This is an optimization exercise on Yosys and OpenROAD, whose aim is small area and a short achievable clock period, not a production implementation.
In this exercise RTL edits were held to simulation tests only and were not proved equivalent to the original.
No activity file was given, so power comes from the tool's default toggle rates.

==> flow/design.v <==
package cc_pkg;
    localparam int LINE_W     = 256;
    localparam int LINE_BYTES = LINE_W / 8;
    typedef logic [LINE_W-1:0] line_t;
    typedef enum logic [3:0] {
        ENC_ZEROS  = 4'd0,
        ENC_REP8   = 4'd1,
        ENC_B8D1   = 4'd2,
        ENC_B4D1   = 4'd3,
        ENC_B8D2   = 4'd4,
        ENC_B2D1   = 4'd5,
        ENC_B4D2   = 4'd6,
        ENC_B8D4   = 4'd7,
        ENC_UNCOMP = 4'd15
    } enc_e;
    localparam int B8D1_X = 8, B8D1_K = 1;
    localparam int B4D1_X = 4, B4D1_K = 1;
    localparam int B8D2_X = 8, B8D2_K = 2;
    localparam int B2D1_X = 2, B2D1_K = 1;
    localparam int B4D2_X = 4, B4D2_K = 2;
    localparam int B8D4_X = 8, B8D4_K = 4;
    localparam int B8D1_BITS = 96;
    localparam int B4D1_BITS = 96;
    localparam int B8D2_BITS = 128;
    localparam int B2D1_BITS = 144;
    localparam int B4D2_BITS = 160;
    localparam int B8D4_BITS = 192;
endpackage
import cc_pkg::*;
module bdi_sub #(
    parameter int N = 32
) (
    input  logic [N-1:0] a,
    input  logic [N-1:0] b,
    output logic [N-1:0] s,
    output logic [N:0]   c,
    output logic [N-1:0] p,
    output logic [N-1:0] g
);
    localparam int LV = (N <= 2) ? 1 : (N <= 4) ? 2 : (N <= 8) ? 3 : (N <= 16) ? 4 : (N <= 32) ? 5 : 6;
    logic [LV:0][N-1:0] gg, pp;
    assign p = ~(a ^ b);
    assign g = a & ~b;
    assign gg[0][0] = a[0] | ~b[0];
    assign pp[0][0] = 1'b0;
    for (genvar j = 1; j < N; j++) begin : g_init
        assign gg[0][j] = g[j];
        assign pp[0][j] = p[j];
    end
    for (genvar l = 0; l < LV; l++) begin : g_lvl
        for (genvar j = 0; j < N; j++) begin : g_bit
            if (((j >> l) & 1) == 1) begin : g_cmb
                localparam int K = ((j >> l) << l) - 1;
                assign gg[l+1][j] = gg[l][j] | (pp[l][j] & gg[l][K]);
                assign pp[l+1][j] = pp[l][j] & pp[l][K];
            end else begin : g_pass
                assign gg[l+1][j] = gg[l][j];
                assign pp[l+1][j] = pp[l][j];
            end
        end
    end
    assign c[0] = 1'b1;
    for (genvar j = 0; j < N; j++) begin : g_out
        assign c[j+1] = gg[LV][j];
        assign s[j]   = p[j] ^ c[j];
    end
endmodule
module bdi_same #(
    parameter int L = 7,
    parameter int H = 15
) (
    input  logic [H:L] p,
    input  logic [H:L] g,
    output logic       zall,
    output logic       oall
);
    logic [H-1:L] zt, ot;
    for (genvar j = L; j < H; j++) begin : g_t
        assign zt[j] = ~(p[j+1] ^ (g[j] | p[j]));
        assign ot[j] = p[j+1] ^ g[j];
    end
    assign zall = &zt;
    assign oall = &ot;
endmodule
module bdi_step #(
    parameter int N   = 32,
    parameter bit INC = 1
) (
    input  logic [N-1:0] x,
    input  logic         en,
    output logic [N-1:0] y
);
    localparam int LV = (N <= 2) ? 1 : (N <= 4) ? 2 : (N <= 8) ? 3 : (N <= 16) ? 4 : (N <= 32) ? 5 : 6;
    logic [N-1:0] t;
    logic [LV:0][N-1:0] pa;
    assign t = INC ? x : ~x;
    assign pa[0] = t;
    for (genvar l = 0; l < LV; l++) begin : g_lvl
        for (genvar j = 0; j < N; j++) begin : g_bit
            if (((j >> l) & 1) == 1) begin : g_cmb
                assign pa[l+1][j] = pa[l][j] & pa[l][((j >> l) << l) - 1];
            end else begin : g_pass
                assign pa[l+1][j] = pa[l][j];
            end
        end
    end
    assign y[0] = x[0] ^ en;
    for (genvar j = 1; j < N; j++) begin : g_b
        assign y[j] = x[j] ^ (en & pa[LV][j-1]);
    end
endmodule
module bdi_hi_eq #(
    parameter int N = 32
) (
    input  logic [N-1:0] e_hi,
    input  logic [N-1:0] c0,
    input  logic [N-1:0] c1,
    output logic         eq0,
    output logic         eq1
);
    assign eq0 = (e_hi == c0);
    assign eq1 = (e_hi == c1);
endmodule
module bdi_front (
    input  logic [255:0] line,
    output logic [7:0]   fit,       
    output logic [95:0]  d8,        
    output logic [63:0]  d4,        
    output logic [63:0]  d2         
);
    logic [63:0] b8;
    logic [31:0] b4;
    logic [15:0] b2;
    assign b8 = line[63:0];
    assign b4 = line[31:0];
    assign b2 = line[15:0];
    logic [31:0] k8_0, k8_1;
    logic [15:0] k4_0, k4_1;
    logic [7:0]  k2_0, k2_1;
    bdi_step #(.N(32), .INC(0)) u_k80 (.x(b8[63:32]), .en(~b8[31]), .y(k8_0));
    bdi_step #(.N(32), .INC(1)) u_k81 (.x(b8[63:32]), .en(b8[31]),  .y(k8_1));
    bdi_step #(.N(16), .INC(0)) u_k40 (.x(b4[31:16]), .en(~b4[15]), .y(k4_0));
    bdi_step #(.N(16), .INC(1)) u_k41 (.x(b4[31:16]), .en(b4[15]),  .y(k4_1));
    bdi_step #(.N(8),  .INC(0)) u_k20 (.x(b2[15:8]),  .en(~b2[7]),  .y(k2_0));
    bdi_step #(.N(8),  .INC(1)) u_k21 (.x(b2[15:8]),  .en(b2[7]),   .y(k2_1));
    logic [3:0]  f8d1, f8d2, f8d4;
    logic [7:0]  f4d1, f4d2;
    logic [15:0] f2d1;
    logic [3:1]  z8;       
    assign f8d1[0] = 1'b1; assign f8d2[0] = 1'b1; assign f8d4[0] = 1'b1;
    assign f4d1[0] = 1'b1; assign f4d2[0] = 1'b1; assign f2d1[0] = 1'b1;
    for (genvar i = 1; i < 4; i++) begin : g8
        logic [63:0] e;
        logic [31:0] s, p, g;
        logic [32:0] c;
        logic        brw, hi, s7, s15, eq0, eq1, z7, o7, z15, o15;
        assign e = line[64*i +: 64];
        bdi_sub #(.N(32)) u_sub (.a(e[31:0]), .b(b8[31:0]), .s(s), .c(c), .p(p), .g(g));
        assign brw = ~((e[31] & b8[31]) | ((e[31] ^ b8[31]) & c[31]));
        bdi_hi_eq #(.N(32)) u_hi (.e_hi(e[63:32]), .c0(k8_0), .c1(k8_1), .eq0(eq0), .eq1(eq1));
        assign hi = brw ? eq1 : eq0;
        bdi_same #(.L(15), .H(31)) u_s15 (.p(p[31:15]), .g(g[31:15]), .zall(z15), .oall(o15));
        bdi_same #(.L(7),  .H(15)) u_s7  (.p(p[15:7]),  .g(g[15:7]),  .zall(z7),  .oall(o7));
        assign s15 = (c[15] ~^ p[15]) ? z15 : o15;
        assign s7  = (c[7] ~^ p[7]) ? z7 : o7;
        assign f8d4[i] = hi;
        assign f8d2[i] = hi & s15;
        assign f8d1[i] = hi & s15 & s7;
        assign f4d2[2*i] = s15;
        assign f4d1[2*i] = s15 & s7;
        assign f2d1[4*i] = s7;
        assign z8[i] = hi & (&p);
        assign d8[32*(i-1) +: 32] = s;
    end
    for (genvar i = 1; i < 8; i += 2) begin : g4
        logic [31:0] e;
        logic [15:0] s, p, g;
        logic [16:0] c;
        logic        brw, hi, s7, eq0, eq1, z7, o7;
        assign e = line[32*i +: 32];
        bdi_sub #(.N(16)) u_sub (.a(e[15:0]), .b(b4[15:0]), .s(s), .c(c), .p(p), .g(g));
        assign brw = ~((e[15] & b4[15]) | ((e[15] ^ b4[15]) & c[15]));
        bdi_hi_eq #(.N(16)) u_hi (.e_hi(e[31:16]), .c0(k4_0), .c1(k4_1), .eq0(eq0), .eq1(eq1));
        assign hi = brw ? eq1 : eq0;
        bdi_same #(.L(7), .H(15)) u_s7 (.p(p[15:7]), .g(g[15:7]), .zall(z7), .oall(o7));
        assign s7 = (c[7] ~^ p[7]) ? z7 : o7;
        assign f4d2[i] = hi;
        assign f4d1[i] = hi & s7;
        assign f2d1[2*i] = s7;
        assign d4[16*(i-1)/2 +: 16] = s;
    end
    for (genvar i = 1; i < 16; i += 2) begin : g2
        logic [15:0] e;
        logic [7:0]  s, p, g;
        logic [8:0]  c;
        logic        brw, eq0, eq1;
        assign e = line[16*i +: 16];
        bdi_sub #(.N(8)) u_sub (.a(e[7:0]), .b(b2[7:0]), .s(s), .c(c), .p(p), .g(g));
        assign brw = ~((e[7] & b2[7]) | ((e[7] ^ b2[7]) & c[7]));
        bdi_hi_eq #(.N(8)) u_hi (.e_hi(e[15:8]), .c0(k2_0), .c1(k2_1), .eq0(eq0), .eq1(eq1));
        assign f2d1[i] = brw ? eq1 : eq0;
        assign d2[8*(i-1)/2 +: 8] = s;
    end
    logic fit8d1, fit8d2, fit8d4, fit4d1, fit4d2, fit2d1, is_rep8, is_zero;
    assign fit8d1  = &f8d1;
    assign fit8d2  = &f8d2;
    assign fit8d4  = &f8d4;
    assign fit4d1  = &f4d1;
    assign fit4d2  = &f4d2;
    assign fit2d1  = &f2d1;
    assign is_rep8 = &z8;
    assign is_zero = is_rep8 & ~(|b8);
    assign fit = {is_zero, is_rep8, fit8d1, fit4d1, fit8d2, fit2d1, fit4d2, fit8d4};
endmodule
module bdi_decide (
    input  logic [7:0] fit,
    output logic [3:0] enc,
    output logic [8:0] sel        
);
    logic is_zero, is_rep8, fit8d1, fit4d1, fit8d2, fit2d1, fit4d2, fit8d4;
    assign {is_zero, is_rep8, fit8d1, fit4d1, fit8d2, fit2d1, fit4d2, fit8d4} = fit;
    logic s_rep8, s_8d1, s_4d1, s_8d2, s_2d1, s_4d2, s_8d4, s_unc;
    assign s_rep8 = is_rep8 & ~is_zero;
    assign s_8d1  = fit8d1 & ~is_rep8;
    assign s_4d1  = fit4d1 & ~fit8d1;
    assign s_8d2  = fit8d2 & ~fit8d1 & ~fit4d1;
    assign s_2d1  = fit2d1 & ~fit8d2 & ~fit4d1;
    assign s_4d2  = fit4d2 & ~fit4d1 & ~fit8d2 & ~fit2d1;
    assign s_8d4  = fit8d4 & ~fit4d2 & ~fit8d2 & ~fit2d1;
    assign s_unc  = ~fit8d4 & ~fit4d2 & ~fit2d1;
    assign enc[0] = s_rep8 | s_4d1 | s_2d1 | s_8d4 | s_unc;
    assign enc[1] = s_8d1 | s_4d1 | s_4d2 | s_8d4 | s_unc;
    assign enc[2] = s_8d2 | s_2d1 | s_4d2 | s_8d4 | s_unc;
    assign enc[3] = s_unc;
    assign sel = {s_2d1, s_4d1, s_4d2, s_8d1, s_8d2, s_8d4,
                  s_unc,
                  ~(s_4d1 | s_4d2 | s_2d1),
                  ~s_2d1};
endmodule
module bdi_payload (
    input  logic [255:0] line,
    input  logic [8:0]   sel,
    input  logic [95:0]  d8,
    input  logic [63:0]  d4,
    input  logic [63:0]  d2,
    output logic [255:0] payload
);
    logic s_8d4, s_8d2, s_8d1, s_4d2, s_4d1, s_2d1, k_hi, k_mid, k_lo;
    assign {s_2d1, s_4d1, s_4d2, s_8d1, s_8d2, s_8d4, k_hi, k_mid, k_lo} = sel;
    logic [3:0][31:0]  e8;
    logic [7:0][15:0]  e4;
    logic [15:0][7:0]  e2;
    assign e8[0] = '0;
    for (genvar i = 1; i < 4; i++) begin : g8
        assign e8[i] = d8[32*(i-1) +: 32];
    end
    assign e4[0] = '0;
    for (genvar i = 1; i < 8; i++) begin : g4
        if (i % 2 == 1) begin : g_odd
            assign e4[i] = d4[16*(i-1)/2 +: 16];
        end else begin : g_even
            assign e4[i] = e8[i/2][15:0];
        end
    end
    assign e2[0] = '0;
    for (genvar i = 1; i < 16; i++) begin : g2
        if (i % 2 == 1) begin : g_odd
            assign e2[i] = d2[8*(i-1)/2 +: 8];
        end else begin : g_even
            assign e2[i] = e4[i/2][7:0];
        end
    end
    logic [255:0] p8d1, p8d2, p8d4, p4d1, p4d2, p2d1;
    always_comb begin
        p8d1 = '0; p8d2 = '0; p8d4 = '0; p4d1 = '0; p4d2 = '0; p2d1 = '0;
        for (int i = 0; i < 4; i++) begin
            p8d1[64 + 8*i  +: 8]  = e8[i][7:0];
            p8d2[64 + 16*i +: 16] = e8[i][15:0];
            p8d4[64 + 32*i +: 32] = e8[i];
        end
        for (int i = 0; i < 8; i++) begin
            p4d1[32 + 8*i  +: 8]  = e4[i][7:0];
            p4d2[32 + 16*i +: 16] = e4[i];
        end
        for (int i = 0; i < 16; i++) begin
            p2d1[16 + 8*i +: 8] = e2[i];
        end
    end
    for (genvar j = 0; j < 256; j++) begin : g_bit
        logic keep;
        if (j < 16) begin : g_a
            assign keep = 1'b1;
        end else if (j < 32) begin : g_b
            assign keep = k_lo;
        end else if (j < 64) begin : g_c
            assign keep = k_mid;
        end else begin : g_d
            assign keep = k_hi;
        end
        assign payload[j] = (keep & line[j])
                          | (s_8d1 & p8d1[j]) | (s_8d2 & p8d2[j]) | (s_8d4 & p8d4[j])
                          | (s_4d1 & p4d1[j]) | (s_4d2 & p4d2[j]) | (s_2d1 & p2d1[j]);
    end
endmodule
import cc_pkg::*;
module compressor_unit
(
    input  logic              clock,
    input  logic              reset_n,
    input  logic [LINE_W-1:0] UnCompressedCache,
    output logic [LINE_W-1:0] CompressedCache,
    output logic [3:0]        Encoding,
    output logic [LINE_W-1:0] DeCompressedCache
);
    logic [7:0]    w_fit;
    logic [3:0]    w_enc;
    logic [8:0]    w_sel;
    logic [95:0]   w_d8;
    logic [63:0]   w_d4;
    logic [63:0]   w_d2;
    cc_pkg::line_t r_line;
    logic [7:0]    r_fit;
    logic [95:0]   r_d8;
    logic [63:0]   r_d4;
    logic [63:0]   r_d2;
    cc_pkg::line_t r_decomp;
    bdi_front u_front (
        .line (UnCompressedCache),
        .fit  (w_fit),
        .d8   (w_d8),
        .d4   (w_d4),
        .d2   (w_d2)
    );
    always_ff @(posedge clock or negedge reset_n) begin
        if (!reset_n) begin
            r_line   <= '0;
            r_fit    <= '1;      
            r_decomp <= '0;
        end else begin
            r_line   <= UnCompressedCache;
            r_fit    <= w_fit;
            r_decomp <= r_line;
        end
    end
    always_ff @(posedge clock) begin
        r_d8 <= w_d8;
        r_d4 <= w_d4;
        r_d2 <= w_d2;
    end
    bdi_decide u_decide (
        .fit (r_fit),
        .enc (w_enc),
        .sel (w_sel)
    );
    bdi_payload u_payload (
        .line    (r_line),
        .sel     (w_sel),
        .d8      (r_d8),
        .d4      (r_d4),
        .d2      (r_d2),
        .payload (CompressedCache)
    );
    assign Encoding          = w_enc;
    assign DeCompressedCache = r_decomp;
endmodule
==> flow/flow/run.sh <==
#!/bin/bash
# Layout flow: the standard synthesis and ORFS layout, with two changes to
# how the layout is made:
#  - ports are buffered with buf_2 instead of the delay cell buffer_ports picks;
#  - timing repair may change a cell's footprint and aims for a setup margin,
#    so the design is pushed below the clock period it must meet.
# Each step's full output goes to its own log in this folder (and ORFS keeps
# its per-stage logs under orfs/logs).
set -euo pipefail
MARGIN=${MARGIN:-6.0}
bash standard.sh synth > log_synth.txt 2>&1
export BUFFER_PORTS_ARGS="-buffer_cell sky130_fd_sc_hd__buf_2"
for step in floorplan place cts route finish; do
  bash standard.sh MATCH_CELL_FOOTPRINT=0 SETUP_SLACK_MARGIN=$MARGIN $step > log_$step.txt 2>&1
done
test -s out/final.def
==> flow/standard.sh <==
#!/bin/bash
# synth_recipe.tcl (not shown) runs the flow's synth.tcl, then flattens the netlist and writes it again
# the make line also repeats each setting of config.mk as NAME=value (left out here)
make -C /OpenROAD-flow-scripts/flow DESIGN_CONFIG=/design/flow/config.mk WORK_HOME=/design/flow/orfs CLKGATE_MAP_FILE= SYNTH_SCRIPT=/design/flow/synth_recipe.tcl "${@:-finish}"
==> flow/config.mk <==
export PLATFORM = sky130hd
export DESIGN_NAME = compressor_unit
export DESIGN_NICKNAME = compressor_unit
export VERILOG_FILES = /design/flow/design.v
export SDC_FILE = /design/flow/constraint.sdc
export NUM_CORES = 8
export LEC_CHECK = 0
export CAP_MARGIN = 20
export CORE_MARGIN = 2
export CORE_UTILIZATION = 40
export CTS_BUF_LIST = sky130_fd_sc_hd__clkbuf_8 sky130_fd_sc_hd__clkbuf_16
export CTS_CLUSTER_DIAMETER = 60
export CTS_CLUSTER_SIZE = 20
export SLEW_MARGIN = 20
export SYNTH_HIERARCHICAL = 1
==> flow/constraint.sdc <==
create_clock -name core_clock -period 12.0 [get_ports {clock}]
set_input_delay 2.4000 -clock core_clock [delete_from_list [all_inputs] [get_ports {clock}]]
set_output_delay 2.4000 -clock core_clock [all_outputs]
set_load 0.01 [all_outputs]
==> results.txt, run 1 <==
The power density of the placed cells is 140 mW/mm2. The data required time at the worst endpoint came out at 12570 ps. The largest individual stage delay along the critical path comes from the cell sky130_fd_sc_hd__or4_1. The number of I/O pins is 774. Setup violations remaining at the end of the flow were counted as 0.

The CTS clock-pin slew for the worst setup and hold paths came out at 80 ps. The iteration count of the initial detailed-routing pass is 9. The maximum clock frequency is 169 MHz. The most critical setup path has its startpoint at UnCompressedCache[31]. The number of port buffers came out at 773. The worst register-to-register path ends at r_decomp[108]. The count of synthesis-stage warnings from yosys came out at 8. The sequential cell fraction of total power is 42.4%. The post-synth net total is 4533.

The width of the chip is 328 um. The switching part of the total power is 33.9%. The number of cell rows is 118. The total number of vias is 36300.

The number of cells in the design after placement is 6061. The CTS tree is built. The die area came out at 0.107 mm2. The combinational power share is 21.7%. The overall die height came out at 328 um. The area growth from synthesis to layout came out at 19.0%. The final instance area came out at 0.0499 mm2. In this run the remaining antenna-violating nets after routing total 0. The final period utilization is 49.4%. The worst setup slack for register-to-register paths came out at 11270 ps. Setup repair after global routing could not meet its margin everywhere. The initial antenna violation count was 27.

In the routed design, unresolved DRC markers number 0. The worst clock skew on the final layout is 22.2 ps. Excluding fillers, the count of instances in the completed layout stands at 6197. The critical path class is in2reg. Measured on the finished design, the core utilization comes to 48.1%. The peak per-stage delay on the critical path is 620 ps. The later pin in the worst-skew pair is clocked with a latency of 670 ps. The number of nets in the layout came out at 5301. The fraction of final layout cells sized beyond drive strength 1 came out at 23.3%.

The maximum number of pins on one net before global-route repair came out at 192. The number of global-route vias before repair is 34700. The depth of the worst register-to-register path came out at 0. The post-synthesis area per instance is 10.5 um2. The worst-case headroom to the max-slew limit came out at 17.6%.

The worst path setup slack after routing is 6070 ps. The internal power of the cells came out at 4.63 mW. The netlist area before placement is 0.0419 mm2.

The weighted congestion at the end of routability-driven global placement came out at 1.01. The signal on the critical path passes through buf_2 -> inv_1 -> nor4b_4 -> nand4_4 -> or4_1 -> xnor2_1 -> xor2_1 -> nor4_1 -> nand4_1 -> nor2_1 -> mux2i_1 -> or3_1 -> nor4_1. The final number of hold-violating endpoints came to 0. The flow ran to the end and the layout has no timing, DRC or antenna violations. The violation count after the first detailed-route iteration came out at 4674.

The critical path depth in cells came out at 13. The number of slew-limit violations in the final report came to 0. In this run the worst hold path is classified as reg2reg. The clock network is responsible for 35.8% of the overall power. The worst supply voltage drop on vdd is 0.000110 V. The pre-CTS setup slack is 4870 ps. The number of clock sinks seen by CTS is 744.

The overflow left after global routing came out at 0. The number of buffers on the longest clock path came out at 3. After detailed placement, the total cell area comes to 0.0472 mm2. In this design, the critical path's most frequently occurring cell is sky130_fd_sc_hd__nor4_1. The critical-path maximum fanout came out at 17. The H-tree depth came out at 3.

The wire length of the first global-routing pass came out at 264000 um. The actual slew at the worst max-slew pin came out at 1230 ps. Dividing the detail-routed via count by the number of cells gives 5.85.

The number of clock buffers added by TritonCTS is 71. CTS placed an instance of sky130_fd_sc_hd__clkbuf_16 at the clock tree root. The average wire length per cell after detail routing came out at 30.8 um. The data arrival at the endpoint of the critical path came out at 6500 ps. STA classifies the critical path endpoint as a flop. Summed over all nets, the switching power comes to 2.37 mW.

The total length of routed wires came out at 191000 um. The worst setup path is launched from an input port. Together, buffers and inverters on the worst path number 2.

In the final timing run, aggregate negative setup slack is 0 ps. The effective utilization at floorplan came out at 40.4%. The placeable core region is 0.104 mm2. The kind of cell with the highest combined delay on the critical path is simple AND/OR/NAND/NOR gates.

The leakage dissipation came out at 23.3 nW. The overall routing resource usage came out at 34.7%. The cts-stage hold buffer count is 0. The total of max-cap violations came out at 0. The clock period minus final worst setup slack came out at 5930 ps. The placed wire-length estimate after detailed placement came out at 146000 um. The most critical setup path has its endpoint at r_fit[7]. The launch instance of the worst register-to-register path is r_line[108]. The gate count after technology mapping is 3987.
==> layout make-up <==
type / count / area [um2]
tap: 1380 / 1730
sequential: 744 / 17500
fill: 9746 / 53900
multi-input combinational: 2720 / 22300
clock inverter: 54 / 742
clock buffer: 75 / 1850
antenna: 6 / 15.0
inverter: 408 / 1530
timing repair buffer: 810 / 4230
==> through the flow <==
stage          total power [mW]  hold slack, ps
2_1_floorplan              3.74             346
3_3_place_gp               4.48             349
3_5_place_dp               4.49             352
4_1_cts                    7.00             350
5_1_grt                    7.24             360
6_report                   7.00             344
==> power by group through the flow <==
stage / Clock [mW] / Sequential, mW / Combinational, mW
after floorplan: 0 / 2.90 / 0.842
after global placement: 0 / 3.00 / 1.48
after detailed placement: 0 / 3.01 / 1.49
after CTS: 2.54 / 2.96 / 1.50
after global routing: 2.64 / 2.98 / 1.62
final: 2.51 / 2.97 / 1.52
==> sequential cells by signal (all words and copies together), names as in the netlist <==
name      flops
r_fit         8
r_d8         96
r_line      256
r_d2         64
r_d4         64
r_decomp    256
==> worst min-delay path by stage <==
stage          slack, ps        start            end  cells after the start
2_1_floorplan        350   r_line[16]   r_decomp[16]                      0
5_1_grt              360   r_line[18]   r_decomp[18]                      0
3_5_place_dp         350  r_line[235]  r_decomp[235]                      0
4_1_cts              350  r_line[222]  r_decomp[222]                      0
3_3_place_gp         350  r_line[221]  r_decomp[221]                      0
6_report             340  r_line[222]  r_decomp[222]                      0
==> routing by layer <==
layer,share of wire [%],GRT usage (%),vias to the layer above
met3,9.7,7.65,482
met1,41,46.6,18000
li1,-,-,15600
met4,5.3,16.1,14
met5,0.046,0,-
met2,44,53.3,2142
==> repair_timing <==
action | in CTS | in global routing
endpoints found under the setup margin | 101 | 7
setup buffers | 0 | 1
pin swaps | 2 | 2
gates resized for setup | 12 | 13
==> layout by cell type, fill, tap and decap left out, types with 13 or more instances in the layout <==
| cell | n |
|---|---|
| sky130_fd_sc_hd__buf_2 | 768 |
| sky130_fd_sc_hd__nor4_1 | 97 |
| sky130_fd_sc_hd__nand4_1 | 155 |
| sky130_fd_sc_hd__nor4_2 | 15 |
| sky130_fd_sc_hd__mux2i_1 | 25 |
| sky130_fd_sc_hd__nor3_1 | 66 |
| sky130_fd_sc_hd__a21oi_1 | 68 |
| sky130_fd_sc_hd__inv_1 | 408 |
| sky130_fd_sc_hd__nand3_1 | 47 |
| sky130_fd_sc_hd__xor2_1 | 444 |
| sky130_fd_sc_hd__ha_1 | 233 |
| sky130_fd_sc_hd__o22ai_1 | 27 |
| sky130_fd_sc_hd__o21ai_0 | 77 |
| sky130_fd_sc_hd__dfrtp_1 | 512 |
| sky130_fd_sc_hd__nand2b_1 | 14 |
| sky130_fd_sc_hd__o21ai_2 | 13 |
| sky130_fd_sc_hd__nor2_1 | 114 |
| sky130_fd_sc_hd__a222oi_1 | 64 |
| sky130_fd_sc_hd__xnor2_1 | 354 |
| sky130_fd_sc_hd__o211ai_1 | 22 |
| sky130_fd_sc_hd__dfxtp_1 | 224 |
| sky130_fd_sc_hd__fa_1 | 55 |
| sky130_fd_sc_hd__clkbuf_16 | 73 |
| sky130_fd_sc_hd__nand2_1 | 159 |
| sky130_fd_sc_hd__buf_4 | 29 |
| sky130_fd_sc_hd__a22o_1 | 48 |
| sky130_fd_sc_hd__and2_1 | 81 |
| sky130_fd_sc_hd__a22oi_1 | 128 |
| sky130_fd_sc_hd__or3_1 | 20 |
| sky130_fd_sc_hd__a21o_2 | 13 |
| sky130_fd_sc_hd__a21o_1 | 65 |
| sky130_fd_sc_hd__o41ai_1 | 13 |
| sky130_fd_sc_hd__o21a_1 | 52 |
| sky130_fd_sc_hd__a21oi_2 | 15 |
==> run 2, diff against run 1 <==
--- a/flow/flow/run.sh
+++ b/flow/flow/run.sh
@@ -7,7 +7,7 @@
 # Each step's full output goes to its own log in this folder (and ORFS keeps
 # its per-stage logs under orfs/logs).
 set -euo pipefail
-MARGIN=${MARGIN:-6.0}
+MARGIN=${MARGIN:-6.8}
 bash standard.sh synth > log_synth.txt 2>&1
 export BUFFER_PORTS_ARGS="-buffer_cell sky130_fd_sc_hd__buf_2"
 for step in floorplan place cts route finish; do
==> run 2 against run 1 <==
Design area rose by 3.0%. Routed wire length rose by 3.7%. Critical path type is now reg2out. Synthesized cell count did not move. Sequential power barely moved. Die area did not move. Combinational power rose by 4%. Still clean. Sequential share of layout area fell by 1.0 points. Critical path depth fell by 7. First-iteration DRC count fell by 1.9%. Sequential cell count did not move. Final cell count rose by 1.0%. Total power barely moved.
==> results.txt, run 2 <==
The number of global-route vias before repair came out at 34600. The average wire length per cell after detail routing is 31.6 um. The number of nets in the layout came out at 5364.

The pre-CTS setup slack is 5490 ps. The switching part of the total power came out at 34.1%. The placeable core region came out at 0.104 mm2.

The path type of the worst min-delay path is reg2reg. Adding up every negative setup slack in the final design gives 0 ps. The largest single stage delay on the critical path is 570 ps.

Headroom to the max-slew limit came out at 18.8%. The H-tree depth is 3. The critical-path maximum fanout came out at 45. The clock period minus final worst setup slack came out at 5270 ps. The number of buffers on the longest clock path came out at 3.

The most critical setup path has its endpoint at CompressedCache[110]. The startpoint class of the critical path is a flop. The width of the chip came out at 328 um. The part of the total power dissipated in the clock network came out at 35.1%. The initial antenna violation count came out at 19.

The slowest stage of the critical path belongs to the cell sky130_fd_sc_hd__dfstp_2. After detailed routing, the total wire length is 198000 um. The CTS tree is built. The endpoint identified for the worst register-to-register timing path is r_decomp[106].

Clock skew on the completed layout was measured at 30.2 ps. The number of buffers inserted during clock tree synthesis is 70. The finished cells cover 0.0514 mm2.

The clock net in this run drives a total of 744 sinks. The residual antenna-violating net count after detailed routing came out at 0. The worst setup slack for register-to-register paths came out at 11250 ps. The startpoint identified for the worst hold timing path is r_line[219]. The clock latency of the later-clocked register in the worst-skew pair is 680 ps. The die covers 0.107 mm2. The routed layout has 36900 vias. For this run, design rule violations remaining after detail routing come to 0. The buffers plus inverters on the worst setup path is 3. The maximum number of pins on one net before global-route repair came out at 142. In the layout the commonest cells are sky130_fd_sc_hd__buf_2, sky130_fd_sc_hd__dfrtp_1, sky130_fd_sc_hd__xor2_1. The number of slew-limit violations in the final report was 0. The fraction of final layout cells sized beyond drive strength 1 came out at 26.2%. The final number of hold-violating endpoints came to 0. The leakage dissipation came out at 23.9 nW.

The sequential cell fraction of total power came out at 42.4%. The filler cells instantiated in the layout total 9652. The violation count after the first detailed-route iteration is 4585. The setup violation total in the final timing report came out at 0. The combinational power share is 22.5%. The gate count after technology mapping is 3987. The signal on the critical path passes through or3b_4 -> clkinv_16 -> buf_16 -> a222oi_1 -> nand2_1 -> buf_2. For this run, the total global-route usage over all layers was measured as 35.4%. The root buffer cell chosen for the clock tree is sky130_fd_sc_hd__clkbuf_16. In the routed layout, each cell is associated on average with a via count of 5.89. Measured on the finished design, the core utilization comes to 49.5%. The leading cell type in the layout, fill and taps excluded is sky130_fd_sc_hd__buf_2. The CTS clock-pin slew for the worst setup and hold paths is 70 ps. Broken down by cell family, the worst path's largest delay share belongs to simple AND/OR/NAND/NOR gates. The startpoint identified for the worst register-to-register timing path is r_line[106]. The effective utilization at floorplan came out at 40.4%.

After clock tree synthesis, the flow added hold-fix buffers numbering 0. The flow ran to the end and the layout has no timing, DRC or antenna violations. The worst path setup slack after routing came out at 6730 ps. In the final layout, the registers with the most flip-flops are r_decomp: 256 flops, r_line: 256 flops, r_d8: 96 flops.

Routability-driven placement finished with a final weighted congestion of 0.999. The first global-routing pass estimated 267000 um of wire. For this run, the top clock speed supported by timing is 190 MHz. The count of synthesis-stage warnings from yosys came out at 8. A synthesized cell averages 10.5 um2. The data required time at the worst endpoint came out at 9600 ps. The first TritonRoute pass finished after 10 iterations. Setup repair after global routing could not meet its margin everywhere. The switching power summed over all nets came out at 2.39 mW. The data arrival at the endpoint of the critical path came out at 2870 ps. The post-synth net total is 4533. The netlist area before placement came out at 0.0419 mm2. The placed wire-length estimate after detailed placement came out at 146000 um. The placed cell area is 0.0473 mm2. The internal power of the cells came out at 4.62 mW. The worst setup path is of the reg2out kind. The power density of the placed cells came out at 136 mW/mm2. The actual slew at the worst max-slew pin came out at 1220 ps. IR analysis of the VDD net gives a maximum drop of 0.000120 V. The number of port buffers came out at 773. The area growth from synthesis to layout is 22.6%. The overall die height came out at 328 um.

The total of max-cap violations came out at 0. The number of cell rows is 118. The critical path starts at r_fit[3]. The number of I/O pins is 774. The final period utilization is 43.9%.

The critical path depth in cells is 6. The overflow left after global routing came out at 0. The depth of the worst register-to-register path is 0.

The critical path endpoint category is an output pin.
[run 2: timing repair]
item / in CTS / in global routing
gates cloned: 2 / 4
resized for setup: 130 / 103
endpoints found under the setup margin: 170 / 47
setup buffers: 26 / 34
pin swaps: 17 / 38
[run 2: power groups by stage]
stage / Sequential [mW] / Combinational [mW] / Clock [mW]
after floorplan: 2.90 / 0.845 / 0
after global placement: 3.00 / 1.49 / 0
after detailed placement: 3.00 / 1.49 / 0
after CTS: 2.95 / 1.52 / 2.49
after global routing: 2.97 / 1.67 / 2.59
final: 2.97 / 1.58 / 2.46
[run 2: cell type report]
cell class / count / area (um2) / share of cell area [%]
Tap cell: 1380 / 1730 / 3.36
Timing Repair inverter: 1 / 11.3 / 0.0219
Antenna cell: 6 / 15.0 / 0.0292
Clock buffer: 74 / 1830 / 3.56
Inverter: 408 / 1580 / 3.06
Timing Repair Buffer: 872 / 5060 / 9.85
Clock inverter: 54 / 712 / 1.38
Sequential cell: 744 / 17500 / 34.1
Multi-Input combinational cell: 2721 / 23000 / 44.7
[run 2: routing by layer]
metal	part of all wire [%]	global-route usage, %	up-vias
li1	-	-	15700
met1	40	47.0	18400
met5	0.011	0	-
met2	44	53.9	2245
met3	10	8.29	491
met4	5.9	18.3	4
[run 2: through the flow]
step                hold WS [ps]  total power, mW  std cells
finish                       367             7.00       6260
global route                 371             7.23       6255
CTS                          358             6.96       6216
detailed placement           354             4.49       6060
global placement             349             4.49       6060
floorplan                    346             3.74       3987
[run 2: how the worst min path moves through the flow]
stage / endpoint / slack, ps / cells past startpoint
floorplan: r_decomp[16] / 350 / 0
global placement: r_decomp[221] / 350 / 0
detailed placement: r_decomp[237] / 350 / 0
CTS: r_decomp[219] / 360 / 0
global route: r_decomp[219] / 370 / 0
finish: r_decomp[219] / 370 / 0
==> run 3, diff against run 2 <==
--- a/flow/config.mk
+++ b/flow/config.mk
@@ -7,9 +7,10 @@
 export LEC_CHECK = 0
 export CAP_MARGIN = 20
 export CORE_MARGIN = 2
-export CORE_UTILIZATION = 40
+export CORE_UTILIZATION = 55
 export CTS_BUF_LIST = sky130_fd_sc_hd__clkbuf_8 sky130_fd_sc_hd__clkbuf_16
 export CTS_CLUSTER_DIAMETER = 60
 export CTS_CLUSTER_SIZE = 20
+export PLACE_DENSITY = 0.7
 export SLEW_MARGIN = 20
 export SYNTH_HIERARCHICAL = 1
==> run 3 against run 2 <==
Still clean on timing, DRC and antenna. Utilization increased by 17 points. First-iteration DRC count increased by 26%. Global-route usage increased by 12 points. Sequential power about the same. Clock power decreased by 19%. Total power decreased by 6.3%. Maximum frequency decreased by 1.7%. Critical path depth increased by 1. Sequential share of layout area increased by 0.46 points. Combinational power about the same. Count of clock-buffer cells in the layout decreased by 16. Via count increased by 3.2%. Critical path type unchanged. Highest routed layer unchanged.
==> results.txt, run 3 <==
The fraction of final layout cells sized beyond drive strength 1 is 26.0%. The maximum clock frequency is 187 MHz. The wire length of the first global-routing pass is 262000 um. The largest registers in the layout are r_decomp: 256 flops, r_line: 256 flops, r_d8: 96 flops. The number of nets in the layout came out at 5367. The width of the chip is 280 um. The clock period minus final worst setup slack came out at 5360 ps.

The worst-case headroom to the max-slew limit came out at 30.4%. In this run the vertical extent of the chip is 280 um. The overall routing resource usage is 47.7%. The worst clock skew on the final layout came out at 53.8 ps. The data arrival at the endpoint of the critical path came out at 2960 ps. The clock passes through at most 3 buffers. The effective utilization at floorplan is 55.4%. The number of I/O pins came out at 774.

The gate count after technology mapping came out at 3987. Dividing the detail-routed wire length by the instance count gives 33.4 um. Leaving out fill and tap cells, the most frequent cells in the layout are sky130_fd_sc_hd__buf_2, sky130_fd_sc_hd__dfrtp_1, sky130_fd_sc_hd__xor2_1.

The H-tree depth is 2. The met1 routing resource usage after global routing is 59.7%. The placed wire-length estimate after detailed placement is 141000 um. The met2 usage in global routing is 69.5%. The worst hold path belongs to the class reg2reg. The initial antenna violation count is 22. The flow ran to the end and the layout has no timing, DRC or antenna violations. The setup path with the least slack is of type reg2out. The detailed-route vias per instance came out at 6.49. During synthesis, Yosys emitted a total of 8 warnings. The number of slew-limit violations in the final report came out at 0. The netlist area before placement came out at 0.0419 mm2. The die area is 0.0785 mm2. The final number of hold-violating endpoints came to 0. Along the worst path, the maximum fanout reaches 11.

The worst supply voltage drop on vdd is 0.000145 V. TritonCTS built the clock tree. The area growth from synthesis to layout came out at 21.0%.

The placeable core region is 0.0757 mm2. The later pin in the worst-skew pair is clocked with a latency of 680 ps. Final hold analysis gives a worst-case slack of 327 ps. The met3 track demand over resource in global routing is 13.6%. The iteration count of the initial detailed-routing pass is 12.

The final route contains 38100 vias. Buffers placed on the I/O ports in this run total 773. The post-synth net total came out at 4533. Setup repair after global routing could not meet its margin everywhere.

The total of max-cap violations came out at 0. The maximum number of pins on one net before global-route repair is 183. The cts-stage hold buffer count is 0.

After global routing the overflow that remains totals 0. The residual antenna-violating net count after detailed routing is 0. Leaving out fill and tap cells, the most frequent cell in the layout is sky130_fd_sc_hd__buf_2. The number of design rule violations left after detail routing is 0.

Summed over all cells, the static leakage comes to 23.8 nW. The root buffer cell chosen for the clock tree is sky130_fd_sc_hd__clkbuf_16. The number of buffers inserted during clock tree synthesis is 57. Clock tree synthesis found a total of 744 sinks. The design draws 6.56 mW. Dividing the synthesized area by the synthesized cell count gives 10.5 um2.

Dividing the final minimum period by the clock period gives 44.7%. The CTS clock-pin slew for the worst setup and hold paths is 80 ps. The number of global-route vias before repair is 35400.

The final layout contains routed wiring with a total length of 196000 um. The global routing stage identified its most utilized layer as met2. In this run the power density over the cells is 129 mW/mm2. The data required time at the worst endpoint is 9600 ps. The setup violation total in the final timing report is 0. The violation count after the first detailed-route iteration is 5770. The post-layout utilization of the core came out at 67.0%. The actual slew at the worst max-slew pin is 1040 ps.

The worst setup path is launched from a flop. STA classifies the critical path endpoint as an output pin. The weighted congestion at the end of routability-driven global placement is 1.04.

The number of cell rows is 101. The final sum of negative setup slack came out at 0 ps.
==> run 3: routing by layer <==
metal / vias to the layer above / part of all wire [%]
met5: - / 0.034
met4: 10 / 9.4
met3: 829 / 13
met2: 3093 / 42
met1: 18400 / 35
li1: 15700 / -
==> run 3: power breakdown <==
group | internal, mW | total, mW | leakage [nW] | switching, mW
combinational | 0.585 | 1.58 | 14.9 | 0.995
sequential | 2.74 | 2.98 | 7.94 | 0.244
clock | 0.950 | 2.00 | 0.995 | 1.05
==> run 3: worst max-delay path, cell delays in order, from the launching register on <==
cell                        delay [ps]
sky130_fd_sc_hd__dfstp_2           640
sky130_fd_sc_hd__buf_6             130
sky130_fd_sc_hd__nor4b_4            40
sky130_fd_sc_hd__clkbuf_16         160
sky130_fd_sc_hd__buf_16            150
sky130_fd_sc_hd__a222oi_1          570
sky130_fd_sc_hd__nand2_1           360
sky130_fd_sc_hd__buf_2             240
==> run 3: per-stage QoR <==
step | setup slack, ps | instance area, um2 | instances
3_5_place_dp | 5320 | 46800 | 5661
3_3_place_gp | 5370 | 46800 | 5661
5_1_grt | 6710 | 50700 | 5849
4_1_cts | 6710 | 49600 | 5796
6_report | 6640 | 50700 | 5863
2_1_floorplan | 6490 | 42100 | 3987
==> run 3: final timing paths <==
kind / start / end / slack, ps / depth (start not counted)
setup / recovery: r_fit[2] / CompressedCache[124] / 6640 / 7
hold / removal: r_line[127] / r_decomp[127] / 330 / 0
setup reg to reg: r_line[95] / r_decomp[95] / 11200 / 0
hold reg to reg: r_line[127] / r_decomp[127] / 330 / 0
max in group asynchronous: reset_n / r_decomp[244] / 7920 / 3
min in group asynchronous: reset_n / r_decomp[1] / 1780 / 1
==> run 3: layout make-up <==
| class | count | area (um2) |
|---|---|---|
| Sequential cell | 744 | 17500 |
| Fill cell | 6146 | 25000 |
| Tap cell | 978 | 1220 |
| Inverter | 408 | 1580 |
| Clock inverter | 50 | 507 |
| Timing Repair inverter | 2 | 22.5 |
| Timing Repair Buffer | 887 | 5520 |
| Multi-Input combinational cell | 2721 | 22900 |
| Clock buffer | 58 | 1440 |
| Antenna cell | 15 | 37.5 |
==> run 3: repair_timing <==
item                                    in CTS  in global routing
endpoints found under the setup margin     186                 45
pin swaps                                   13                 29
endpoints found under the hold margin        0                  0
buffers inserted                            16                 44
gates resized for setup                    129                128
gates cloned                                11                  8
==> run 4, diff against run 3 <==
==> flow/flow/run.sh (replaced) <==
#!/bin/bash
# Layout flow: the standard synthesis and ORFS layout, with these changes to
# how the layout is made:
#  - the clock tree gets no dummy balancing loads;
#  - ports are buffered with buf_2 instead of the delay cell buffer_ports picks;
#  - timing repair may change a cell's footprint and aims for a setup margin,
#    so the design is pushed below the clock period it must meet.
# Each step's full output goes to its own log in this folder (and ORFS keeps
# its per-stage logs under orfs/logs).
set -euo pipefail
MARGIN=${MARGIN:-6.5}
bash standard.sh synth > log_synth.txt 2>&1
export BUFFER_PORTS_ARGS="-buffer_cell sky130_fd_sc_hd__buf_2"
# clock tree without the dummy loads CTS adds for balancing
export CTS_ARGS="-sink_clustering_enable -repair_clock_nets -dont_use_dummy_load -sink_clustering_size 20 -sink_clustering_max_diameter 60 -buf_list {sky130_fd_sc_hd__clkbuf_8 sky130_fd_sc_hd__clkbuf_16}"
for step in floorplan place cts route finish; do
  bash standard.sh MATCH_CELL_FOOTPRINT=0 SETUP_SLACK_MARGIN=$MARGIN $step > log_$step.txt 2>&1
done
test -s out/final.def
--- a/flow/config.mk
+++ b/flow/config.mk
@@ -7,10 +7,9 @@
 export LEC_CHECK = 0
 export CAP_MARGIN = 20
 export CORE_MARGIN = 2
-export CORE_UTILIZATION = 55
+export CORE_UTILIZATION = 40
 export CTS_BUF_LIST = sky130_fd_sc_hd__clkbuf_8 sky130_fd_sc_hd__clkbuf_16
 export CTS_CLUSTER_DIAMETER = 60
 export CTS_CLUSTER_SIZE = 20
-export PLACE_DENSITY = 0.7
 export SLEW_MARGIN = 20
 export SYNTH_HIERARCHICAL = 1
==> run 4 against run 3 <==
Die area increased by 37%. Global-route usage shrank 13 points. Routed wire length decreased by 1.1%. Critical path type unchanged. Largest power group unchanged.
==> results.txt, run 4 <==
Total power for the finished layout comes to 6.42 mW. Entering global routing, the biggest net connects 141 pins. Yosys printed 8 warnings. The met2 usage in global routing is 54.4%. The worst setup path is of the reg2out kind. The violation count after the first detailed-route iteration is 4505. The data arrival at the endpoint of the critical path came out at 3250 ps. The number of nets in the layout came out at 5324. The clock passes through at most 3 buffers.

In this design, the largest share of critical-path delay is due to buffers and inverters. The number of port buffers is 773. The leakage dissipation is 23.1 nW. The worst setup path is captured at an output pin. The final sum of negative setup slack came out at 0 ps. The clock period minus final worst setup slack came out at 5650 ps. After synthesis, the mean cell area works out to 10.5 um2. The placed wire-length estimate after detailed placement is 147000 um. In the routed design, unresolved DRC markers number 0. The number of clock sinks seen by CTS is 744. The path type of the worst min-delay path is reg2reg. Row generation in the floorplan step produced 118 rows.

The final number of hold-violating endpoints came out at 0. After global routing, the most crowded layer is met2. Max-cap violations in this run came to 0. In this run the power density over the cells is 129 mW/mm2. The launch instance of the worst register-to-register path is r_line[76].

The peak per-stage delay on the critical path is 600 ps. TritonCTS built the clock tree. The met1 routing resource usage after global routing is 46.6%. In this run the tightest slew margin relative to its limit is 17.9%. Clock tree synthesis selected as its root buffer the cell sky130_fd_sc_hd__clkbuf_16.

Setup repair after global routing could not meet its margin everywhere. The number of cells in the design after placement came out at 6064. The number of clock buffers added by TritonCTS is 68.

The worst setup slack for register-to-register paths came out at 11360 ps. The effective utilization at floorplan is 40.4%. The startpoint identified for the worst hold timing path is r_line[63]. Traced cell by cell, the critical path runs through nor4b_2 -> bufbuf_16 -> buf_8 -> o21ai_0 -> nand2_1 -> buf_2.

The wire length of the first global-routing pass is 265000 um. The actual slew at the worst max-slew pin came out at 1230 ps. The CTS clock-pin slew for the worst setup and hold paths is 80 ps. The worst supply voltage drop on vdd is 0.0000968 V. The post-route netlist has 23.9% of its cells at a drive strength greater than 1. The buffers plus inverters on the worst setup path is 3. The area growth from synthesis to layout came out at 18.6%. After layout, the worst path uses 47.1% of the clock period. The slowest cell on the critical path is sky130_fd_sc_hd__dfstp_2. The total number of vias is 36300. The endpoint of the worst register-to-register path is r_decomp[76]. Between clock sinks in the finished design, the worst skew comes to 65.6 ps. The flow ran to the end and the layout has no timing, DRC or antenna violations.

The layout filler cell count came out at 9930. The sink of the worst hold path is r_decomp[63]. The floorplan step set the die width to 328 um. The number of slew-limit violations in the final report came to 0. Global routing used 35.0% of the available tracks. The first detailed-routing pass took 10 iterations.

The depth of the worst register-to-register path is 0. The gate count after technology mapping came out at 3987. The number of I/O pins came out at 774. The detailed-route vias per instance came out at 5.89. In the final layout, the registers with the most flip-flops are r_decomp: 256 flops, r_line: 256 flops, r_d8: 96 flops. The worst setup path is launched from a flop.

The weighted congestion at the end of routability-driven global placement came out at 1.01. After synthesis the cells add up to 0.0419 mm2. The H-tree generated during clock tree synthesis spans 3 levels. The leading cell type in the layout, fill and taps excluded is sky130_fd_sc_hd__buf_2. The count of cells in the finished layout, fillers not included, comes to 6164. The number of global-route vias before repair was 35000. The die area came out at 0.107 mm2.

The residual antenna-violating net count after detailed routing came out at 0. The overflow left after global routing came out at 0. The maximum clock frequency came out at 177 MHz. The data required time at the worst endpoint is 9600 ps. For the worst-skew pair, the clock arrives at the later sink with an insertion delay of 660 ps. The critical-path maximum fanout came out at 79. In the layout the commonest cells are sky130_fd_sc_hd__buf_2, sky130_fd_sc_hd__dfrtp_1, sky130_fd_sc_hd__xor2_1. The core region is 0.104 mm2. The overall die height is 328 um.

The worst hold path cell count came out at 0. Dividing the detail-routed wire length by the instance count gives 31.4 um. The setup violation total in the final timing report is 0. The initial antenna violation count was 19. After detailed routing, the total wire length is 194000 um. For met3 alone, demand over resource in global routing was 7.01%. When the netlist entered floorplanning its net count stood at 4533.
run 4: how the worst max path moves through the flow:
stage | startpoint | endpoint | slack [ps] | cells after the start
4_1_cts | r_fit[1] | CompressedCache[110] | 6500 | 6
5_1_grt | UnCompressedCache[0] | r_fit[6] | 6450 | 16
3_5_place_dp | UnCompressedCache[1] | r_fit[7] | 5150 | 14
6_report | r_fit[3] | CompressedCache[110] | 6350 | 6
2_1_floorplan | UnCompressedCache[16] | r_fit[4] | 6480 | 13
3_3_place_gp | UnCompressedCache[1] | r_fit[6] | 5230 | 14
run 4: per-layer routing:
layer / part of all wire [%] / vias to the layer above
met3: 9.8 / 430
li1: - / 15500
met1: 40 / 18200
met5: 0.0041 / -
met4: 5.4 / 2
met2: 45 / 2107
run 4: where the power goes:
| group | switching, mW | internal, mW |
|---|---|---|
| sequential | 0.225 | 2.74 |
| clock | 0.909 | 0.994 |
| combinational | 0.987 | 0.564 |
| total | 2.12 | 4.30 |
run 4: timing repair:
| action | CTS | global route |
|---|---|---|
| cloned | 0 | 3 |
| pin swaps | 8 | 13 |
| hold buffers | 0 | 0 |
| resized for setup | 78 | 60 |
| setup buffers | 10 | 11 |
| setup endpoints to repair | 158 | 12 |
run 4: metrics by stage:
stage / hold WS (ps) / area, um2 / util, % / setup slack [ps]
floorplan: 346 / 42000 / - / 6480
global placement: 349 / 47200 / 45.5 / 5230
detailed placement: 352 / 47200 / 45.5 / 5150
CTS: 323 / 49300 / 47.5 / 6500
global route: 326 / 49700 / 47.9 / 6450
finish: 326 / 49700 / 47.9 / 6350
run 4: layout make-up:
| cell class | instances | area [um2] | share of cell area [%] |
|---|---|---|---|
| antenna | 8 | 20.0 | 0.0402 |
| timing repair buffer | 835 | 4610 | 9.27 |
| inverter | 408 | 1540 | 3.10 |
| tap | 1380 | 1730 | 3.47 |
| clock buffer | 68 | 1700 | 3.42 |
| sequential | 744 | 17500 | 35.2 |
| multi-input combinational | 2721 | 22600 | 45.5 |
==> run 5, diff against run 4 <==
--- a/flow/flow/run.sh
+++ b/flow/flow/run.sh
@@ -8,11 +8,11 @@
 # Each step's full output goes to its own log in this folder (and ORFS keeps
 # its per-stage logs under orfs/logs).
 set -euo pipefail
-MARGIN=${MARGIN:-6.5}
+MARGIN=${MARGIN:-6.8}
 bash standard.sh synth > log_synth.txt 2>&1
 export BUFFER_PORTS_ARGS="-buffer_cell sky130_fd_sc_hd__buf_2"
 # clock tree without the dummy loads CTS adds for balancing
-export CTS_ARGS="-sink_clustering_enable -repair_clock_nets -dont_use_dummy_load -sink_clustering_size 20 -sink_clustering_max_diameter 60 -buf_list {sky130_fd_sc_hd__clkbuf_8 sky130_fd_sc_hd__clkbuf_16}"
+export CTS_ARGS="-sink_clustering_enable -repair_clock_nets -dont_use_dummy_load -sink_clustering_size 20 -sink_clustering_max_diameter 60 -buf_list {sky130_fd_sc_hd__clkbuf_8} -root_buf sky130_fd_sc_hd__clkbuf_16"
 for step in floorplan place cts route finish; do
   bash standard.sh MATCH_CELL_FOOTPRINT=0 SETUP_SLACK_MARGIN=$MARGIN $step > log_$step.txt 2>&1
 done
--- a/flow/config.mk
+++ b/flow/config.mk
@@ -8,8 +8,5 @@
 export CAP_MARGIN = 20
 export CORE_MARGIN = 2
 export CORE_UTILIZATION = 40
-export CTS_BUF_LIST = sky130_fd_sc_hd__clkbuf_8 sky130_fd_sc_hd__clkbuf_16
-export CTS_CLUSTER_DIAMETER = 60
-export CTS_CLUSTER_SIZE = 20
 export SLEW_MARGIN = 20
 export SYNTH_HIERARCHICAL = 1
==> run 5 against run 4 <==
Still clean on timing, DRC and antenna. Hold slack better by 15 ps. Combinational power is 3% higher. Die area stayed put. Critical path type is now in2reg. Critical endpoint is now r_fit[6]. Largest cell class unchanged.
==> results.txt, run 5 <==
The flow ran to the end and the layout has no timing, DRC or antenna violations. The critical path depth in cells came out at 12. The sequential cell fraction of total power is 49.5%.

The total of max-cap violations came out at 0. The number of slew-limit violations in the final report is 0. The number of port buffers came out at 773. The setup path with the least slack is of type in2reg. The overall die height came out at 328 um. The weighted congestion at the end of routability-driven global placement came out at 0.999.

The worst clock skew on the final layout came out at 55.3 ps. The critical-path maximum fanout is 10. Dividing the detail-routed wire length by the instance count gives 31.8 um. The leakage dissipation is 23.3 nW. The switching part of the total power came out at 34.6%.

The setup violation total in the final timing report is 0. The CTS clock-pin slew for the worst setup and hold paths came out at 110 ps. The cts-stage hold buffer count is 0.

TritonCTS built the clock tree. The data required time at the worst endpoint came out at 12510 ps. The number of standard cells in the layout, taps in and fillers out came out at 6211.

The depth of the worst register-to-register path came out at 0. Walking the worst path, the cells encountered are buf_2 -> nand4_1 -> nor4_2 -> nand4_1 -> xnor2_2 -> xor2_1 -> nor4_1 -> nand4_1 -> nor2_1 -> mux2i_1 -> or3_4 -> nor3_4. The final period utilization came out at 44.3%. The actual slew at the worst max-slew pin is 1220 ps.

The residual antenna-violating net count after detailed routing is 0. The internal power of the cells is 3.92 mW. Counting I/O delays and the setup requirement, the final critical path takes 5320 ps.

The startpoint class of the critical path is an input port. The first detailed-routing pass ran for 10 iterations. The root buffer cell chosen for the clock tree is sky130_fd_sc_hd__clkbuf_16.

The peak per-stage delay on the critical path came out at 490 ps. For this run, the top clock speed supported by timing is 188 MHz. For the worst setup path, the data arrival time is 5830 ps. The H-tree generated during clock tree synthesis spans 3 levels. The buffers plus inverters on the worst setup path is 1. The final sum of negative setup slack is 0 ps. The critical path endpoint category is a flop. Clock tree synthesis inserted a total of 70 buffers. The worst hold path was traced through 0 stages. The number of I/O pins came out at 774. The total number of vias came out at 36600. The area growth from synthesis to layout came out at 19.7%. The worst-case headroom to the max-slew limit came out at 18.6%. Clock tree synthesis found a total of 744 sinks. The initial antenna violation count came to 21. Among the stages of the critical path, the cell type that occurs most often is sky130_fd_sc_hd__nand4_1. The pre-CTS setup slack is 5490 ps. The die area is 0.107 mm2. The netlist area before placement is 0.0419 mm2.

The gate count after technology mapping came out at 3987. In the final layout, the registers with the most flip-flops are r_decomp: 256 flops, r_line: 256 flops, r_d8: 96 flops. The combinational power share came out at 26.5%.

The post-synthesis area per instance is 10.5 um2. The violation count after the first detailed-route iteration came out at 4309. The maximum number of pins on one net before global-route repair came out at 142. The final number of hold-violating endpoints came to 0. The number of cells in the design after placement is 6060. The path type of the worst min-delay path is reg2reg. The first global-routing pass estimated 268000 um of wire. The Yosys step of the flow raised 8 warnings. The overall routing resource usage came out at 35.5%. The wire-length estimate of the detail-placed layout is 146000 um. The post-synth net total is 4533. The total length of routed wires came out at 197000 um.

The fraction of final layout cells sized beyond drive strength 1 came out at 25.7%. The number of buffers on the longest clock path is 3. The part of the total power dissipated in the clock network came out at 24.0%. The total power is 6.00 mW. On the critical path, the stage with the largest delay is an instance of sky130_fd_sc_hd__buf_2. The width of the chip is 328 um. The switching power summed over all nets is 2.07 mW. Setup slack on the critical path of the routed design comes to 6680 ps.

The number of cell rows came out at 118. In the layout the commonest cells are sky130_fd_sc_hd__buf_2, sky130_fd_sc_hd__dfrtp_1, sky130_fd_sc_hd__xor2_1. The later pin in the worst-skew pair is clocked with a latency of 620 ps. Setup repair after global routing could not meet its margin everywhere.

The worst supply voltage drop on vdd came out at 0.0000850 V. The overflow left after global routing came out at 0. In the routed design, unresolved DRC markers number 0. The initial utilization of the core area, before any placement, comes to 40.4%. In this design, the largest share of critical-path delay is due to simple AND/OR/NAND/NOR gates.

The number of global-route vias before repair is 34600. The number of nets in the layout is 5369. Dividing the detail-routed via count by the number of cells gives 5.90. The placeable core region came out at 0.104 mm2. The power density of the placed cells is 119 mW/mm2.

The library cell used most frequently in the layout, excluding fill and tap cells, is sky130_fd_sc_hd__buf_2.
run 5: worst paths after layout:
check / slack (ps) / startpoint / end
worst max-delay path: 6680 / UnCompressedCache[58] / r_fit[6]
min in group asynchronous: 1700 / reset_n / r_decomp[126]
worst min register to register: 340 / r_line[197] / r_decomp[197]
worst max register to register: 11220 / r_line[106] / r_decomp[106]
max in group asynchronous: 8170 / reset_n / r_line[8]
worst min-delay path: 340 / r_line[197] / r_decomp[197]
run 5: per-layer routing:
layer / GRT usage [%] / routed length, um / part of all wire (%) / vias to the layer above
met5: 0 / 42 / 0.021 / -
met4: 18.7 / 12400 / 6.3 / 8
met3: 8.59 / 21400 / 11 / 526
met2: 53.8 / 85900 / 43 / 2297
met1: 47.0 / 77700 / 39 / 18200
li1: - / - / - / 15600
run 5: power groups by stage:
| stage | Clock (mW) | Combinational (mW) | Sequential (mW) |
|---|---|---|---|
| after floorplan | 0 | 0.845 | 2.90 |
| after global placement | 0 | 1.49 | 3.00 |
| after detailed placement | 0 | 1.49 | 3.00 |
| after CTS | 1.47 | 1.52 | 2.95 |
| after global routing | 1.57 | 1.68 | 2.97 |
| final | 1.44 | 1.59 | 2.97 |
run 5: through the flow:
stage / instance area [um2] / utilization (%) / hold slack [ps]
global route: 50200 / 48.3 / 341
CTS: 49200 / 47.4 / 336
global placement: 47300 / 45.5 / 349
detailed placement: 47300 / 45.5 / 354
floorplan: 42100 / - / 346
finish: 50200 / 48.3 / 341
run 5: timing repair:
item                                    4_1_cts  5_1_grt
pin swaps                                    22       44
endpoints found under the setup margin      169       42
setup buffers                                34       32
gates resized for setup                     142      126
gates cloned                                  3        2
run 5: layout make-up:
cell class	count	area, um2
Multi-Input combinational cell	2720	23000
Clock buffer	70	1060
Timing Repair Buffer	878	5270
Inverter	408	1580
Sequential cell	744	17500
Timing Repair inverter	1	11.3
Tap cell	1380	1730
Antenna cell	10	25.0
Fill cell	9776	53600
==> run 6, diff against run 5 <==
--- a/flow/flow/run.sh
+++ b/flow/flow/run.sh
@@ -12,8 +12,10 @@
 bash standard.sh synth > log_synth.txt 2>&1
 export BUFFER_PORTS_ARGS="-buffer_cell sky130_fd_sc_hd__buf_2"
 # clock tree without the dummy loads CTS adds for balancing
-export CTS_ARGS="-sink_clustering_enable -repair_clock_nets -dont_use_dummy_load -sink_clustering_size 20 -sink_clustering_max_diameter 60 -buf_list {sky130_fd_sc_hd__clkbuf_8} -root_buf sky130_fd_sc_hd__clkbuf_16"
-for step in floorplan place cts route finish; do
+export CTS_ARGS="-sink_clustering_enable -repair_clock_nets -dont_use_dummy_load -sink_clustering_size 16 -sink_clustering_max_diameter 60 -buf_list {sky130_fd_sc_hd__clkbuf_8} -root_buf sky130_fd_sc_hd__clkbuf_16"
+# no timing repair before placement; the margin applies from placement on
+bash standard.sh MATCH_CELL_FOOTPRINT=0 floorplan > log_floorplan.txt 2>&1
+for step in place cts route finish; do
   bash standard.sh MATCH_CELL_FOOTPRINT=0 SETUP_SLACK_MARGIN=$MARGIN $step > log_$step.txt 2>&1
 done
 test -s out/final.def
==> run 6 against run 5 <==
Still clean on timing, DRC and antenna. Combinational power about the same. Total power increased by 0.72%. Hold slack got worse by 17 ps. Clock power about the same. Critical endpoint is now CompressedCache[107].
==> results.txt, run 6 <==
The run finished with no timing, DRC or antenna violations. The final number of hold-violating endpoints is 0. Per report_power, the combinational group accounts for 26.6% of the total.

The average wire length per cell after detail routing came out at 31.8 um. At the end of routability-driven placement, the weighted congestion stood at 1.01. The switching part of the total power came out at 34.6%. The number of buffers on the longest clock path came out at 3. The floorplan step set the die width to 328 um. In this run, the clock network consumes 24.2% of the power. Clock-pin slew was measured on the worst setup and hold paths at 100 ps. The setup path with the least slack is of type reg2out. Setup violations remaining at the end of the flow were counted as 0. The number of clock sinks seen by CTS is 744. The number of nets in the layout came out at 5403.

The worst supply voltage drop on vdd came out at 0.0000864 V. The detailed-route vias per instance came out at 5.96. The fraction of final layout cells sized beyond drive strength 1 came out at 26.6%. The number of slew-limit violations in the final report was 0. Entering global routing, the biggest net connects 158 pins. The gate count after technology mapping came out at 3987. TritonCTS built the clock tree. Summing all flip-flop and latch instances after layout gives 0.0175 mm2. The worst-case headroom to the max-slew limit is 17.4%.

The number of cell rows is 118. The cell sitting at the root of the clock tree is a sky130_fd_sc_hd__clkbuf_16. The largest registers in the layout are r_decomp: 256 flops, r_line: 256 flops, r_d8: 96 flops.

The number of nets in the synthesized netlist is 4533. The number of global-route vias before repair is 35200. The number of I/O pins is 774. The initial antenna violation count is 31.

The cts-stage hold buffer count came out at 0. The switching power summed over all nets is 2.09 mW. The overall die height came out at 328 um. The maximum clock frequency is 184 MHz. Setup repair after global routing could not meet its margin everywhere. The area growth from synthesis to layout came out at 21.1%. The actual slew at the worst max-slew pin came out at 1240 ps.

The met3 track demand over resource in global routing came out at 7.93%. The placeable core region came out at 0.104 mm2. The number of design rule violations left after detail routing is 0. The wire length of the first global-routing pass came out at 270000 um. The path class of the tightest hold or removal check is reg2reg. The clock period minus final worst setup slack came out at 5440 ps. The H-tree depth is 3.

After filler insertion, the fill cell instance count of the layout stands at 9753. The power density of the placed cells came out at 119 mW/mm2. The number of cells in the design after placement came out at 6061. The overall routing resource usage came out at 35.6%. The leading cell type in the layout, fill and taps excluded is sky130_fd_sc_hd__buf_2. The overflow left after global routing is 0. The number of port buffers is 773. The detailed router finished its first iteration with 5111 violations.

The iteration count of the initial detailed-routing pass is 8. STA classifies the critical path startpoint as a flop. The placed wire-length estimate after detailed placement is 146000 um. For this run, global-route usage on met1 was measured as 47.5%. The critical-path maximum fanout is 7. Clock tree synthesis inserted a total of 72 buffers.

Internal power comes to 3.95 mW. In the finished design, the share of the clock period the worst path needs comes to 45.3%. Per report_power, the sequential group accounts for 49.2% of the total. Leaving out fill and tap cells, the most frequent cells in the layout are sky130_fd_sc_hd__buf_2, sky130_fd_sc_hd__dfrtp_1, sky130_fd_sc_hd__xor2_1.

The count of synthesis-stage warnings from yosys is 8. Once layout is complete, the utilization of the core stands at 48.9%. The data required time at the worst endpoint is 9600 ps. The leakage dissipation came out at 23.5 nW. The initial utilization of the core area, before any placement, comes to 40.4%. The data arrival at the endpoint of the critical path came out at 3040 ps.

Max-cap violations in this run came to 0. Across all layers, the routed design uses 37200 vias. In this run the most used layer during global routing was met2. The clock latency of the later-clocked register in the worst-skew pair came out at 610 ps. Summing all multi-input logic gate instances after layout gives 0.0231 mm2. The post-synthesis area per instance came out at 10.5 um2.

The residual antenna-violating net count after detailed routing is 0. For this run, the number of standard cells in the final layout without fillers is 6248. For this block, the routed nets add up to 199000 um of wire. Adding up every negative setup slack in the final design gives 0 ps. The met2 usage in global routing came out at 54.4%. The die area is 0.107 mm2. The netlist area before placement is 0.0419 mm2. The worst clock skew on the final layout came out at 45.3 ps.

The worst setup path is captured at an output pin.
[run 6: layer usage]
metal,part of all wire (%),wire length (um)
met3,11,21900
met5,0.040,80
met2,44,87000
met4,5.8,11500
met1,39,78100
[run 6: worst paths after layout]
path                              from                    to  slack (ps)  cells after the start
setup / recovery              r_fit[3]  CompressedCache[107]        6560                      7
hold / removal              r_line[19]          r_decomp[19]         320                      0
setup reg to reg           r_line[107]         r_decomp[107]       11270                      0
hold reg to reg             r_line[19]          r_decomp[19]         320                      0
max in group asynchronous      reset_n           r_line[204]        8040                      3
min in group asynchronous      reset_n          r_decomp[39]        1810                      1
[run 6: what timing repair did]
item,CTS,global route
hold endpoints to repair,0,0
resized for setup,191,165
endpoints found under the setup margin,174,20
buffers inserted,49,36
gates cloned,11,6
pin swaps,33,50
[run 6: stage by stage]
step,power [mW],hold WS (ps),instance area (um2),worst slack (ps)
6_report,6.04,324,50800,6560
5_1_grt,6.25,325,50800,6560
4_1_cts,5.98,323,49600,6770
3_5_place_dp,4.49,352,47200,4870
3_3_place_gp,4.48,349,47200,4920
2_1_floorplan,3.74,346,41900,6320
[run 6: final cells by class]
type	count	share of cell area [%]
tap	1380	3.40
sequential	744	34.5
timing repair buffer	909	11.3
clock buffer	72	2.15
timing repair inverter	1	0.0172
antenna	13	0.0641
multi-input combinational	2721	45.5
inverter	408	3.06
[run 6: worst max-delay path, cell delays in order, from the launching register on]
cell                       delay, ps
sky130_fd_sc_hd__dfstp_2         590
sky130_fd_sc_hd__or3b_4          260
sky130_fd_sc_hd__clkinv_8        120
sky130_fd_sc_hd__buf_4           160
sky130_fd_sc_hd__buf_6           160
sky130_fd_sc_hd__a222oi_1        760
sky130_fd_sc_hd__nand2_1         190
sky130_fd_sc_hd__buf_2           190
[run 6: power groups by stage]
stage	sequential [mW]	clock (mW)	combinational [mW]
finish	2.97	1.46	1.60
global route	2.98	1.58	1.70
CTS	2.96	1.49	1.53
detailed placement	3.01	0	1.49
global placement	3.00	0	1.48
floorplan	2.90	0	0.842

static timing again, ports no longer ideal:
How much do the figures lean on ideal ports? The routed layouts below were timed once more, with nothing changed but the port constraints. Step 1: set_driving_cell puts a clkbuf_16 on clock and a buf_2 on each other input, an assumption about the parent block. Step 2 times the ports against the registers' clock, not the clock port: input delays grow and output delays shrink by t, the midpoint of the rising clock arrivals with the driver on. Slacks: ideal ports / drivers / drivers and shift; pairs: ideal ports / drivers.
run	t (ns)	slack for setup (ns)	slew at the worst register clock pin (ns)	worst data-port slew with drivers (ns)
run 1	0.732	6.071 / 6.086 / 5.354	0.08 / 0.08	0.10
run 2	0.722	6.731 / 6.663 / 6.050	0.08 / 0.08	0.13
run 3	0.729	6.638 / 6.569 / 6.000	0.09 / 0.09	0.11
run 4	0.694	6.347 / 6.277 / 5.871	0.08 / 0.08	0.12
run 5	0.683	6.679 / 6.703 / 6.020	0.12 / 0.12	0.15
run 6	0.683	6.562 / 6.487 / 6.051	0.10 / 0.10	0.11
After both steps setup and hold are still met in every run listed. The setup slack of run 1, which loses most, moves by +0.015 ns with the drivers and by -0.717 ns with both steps.
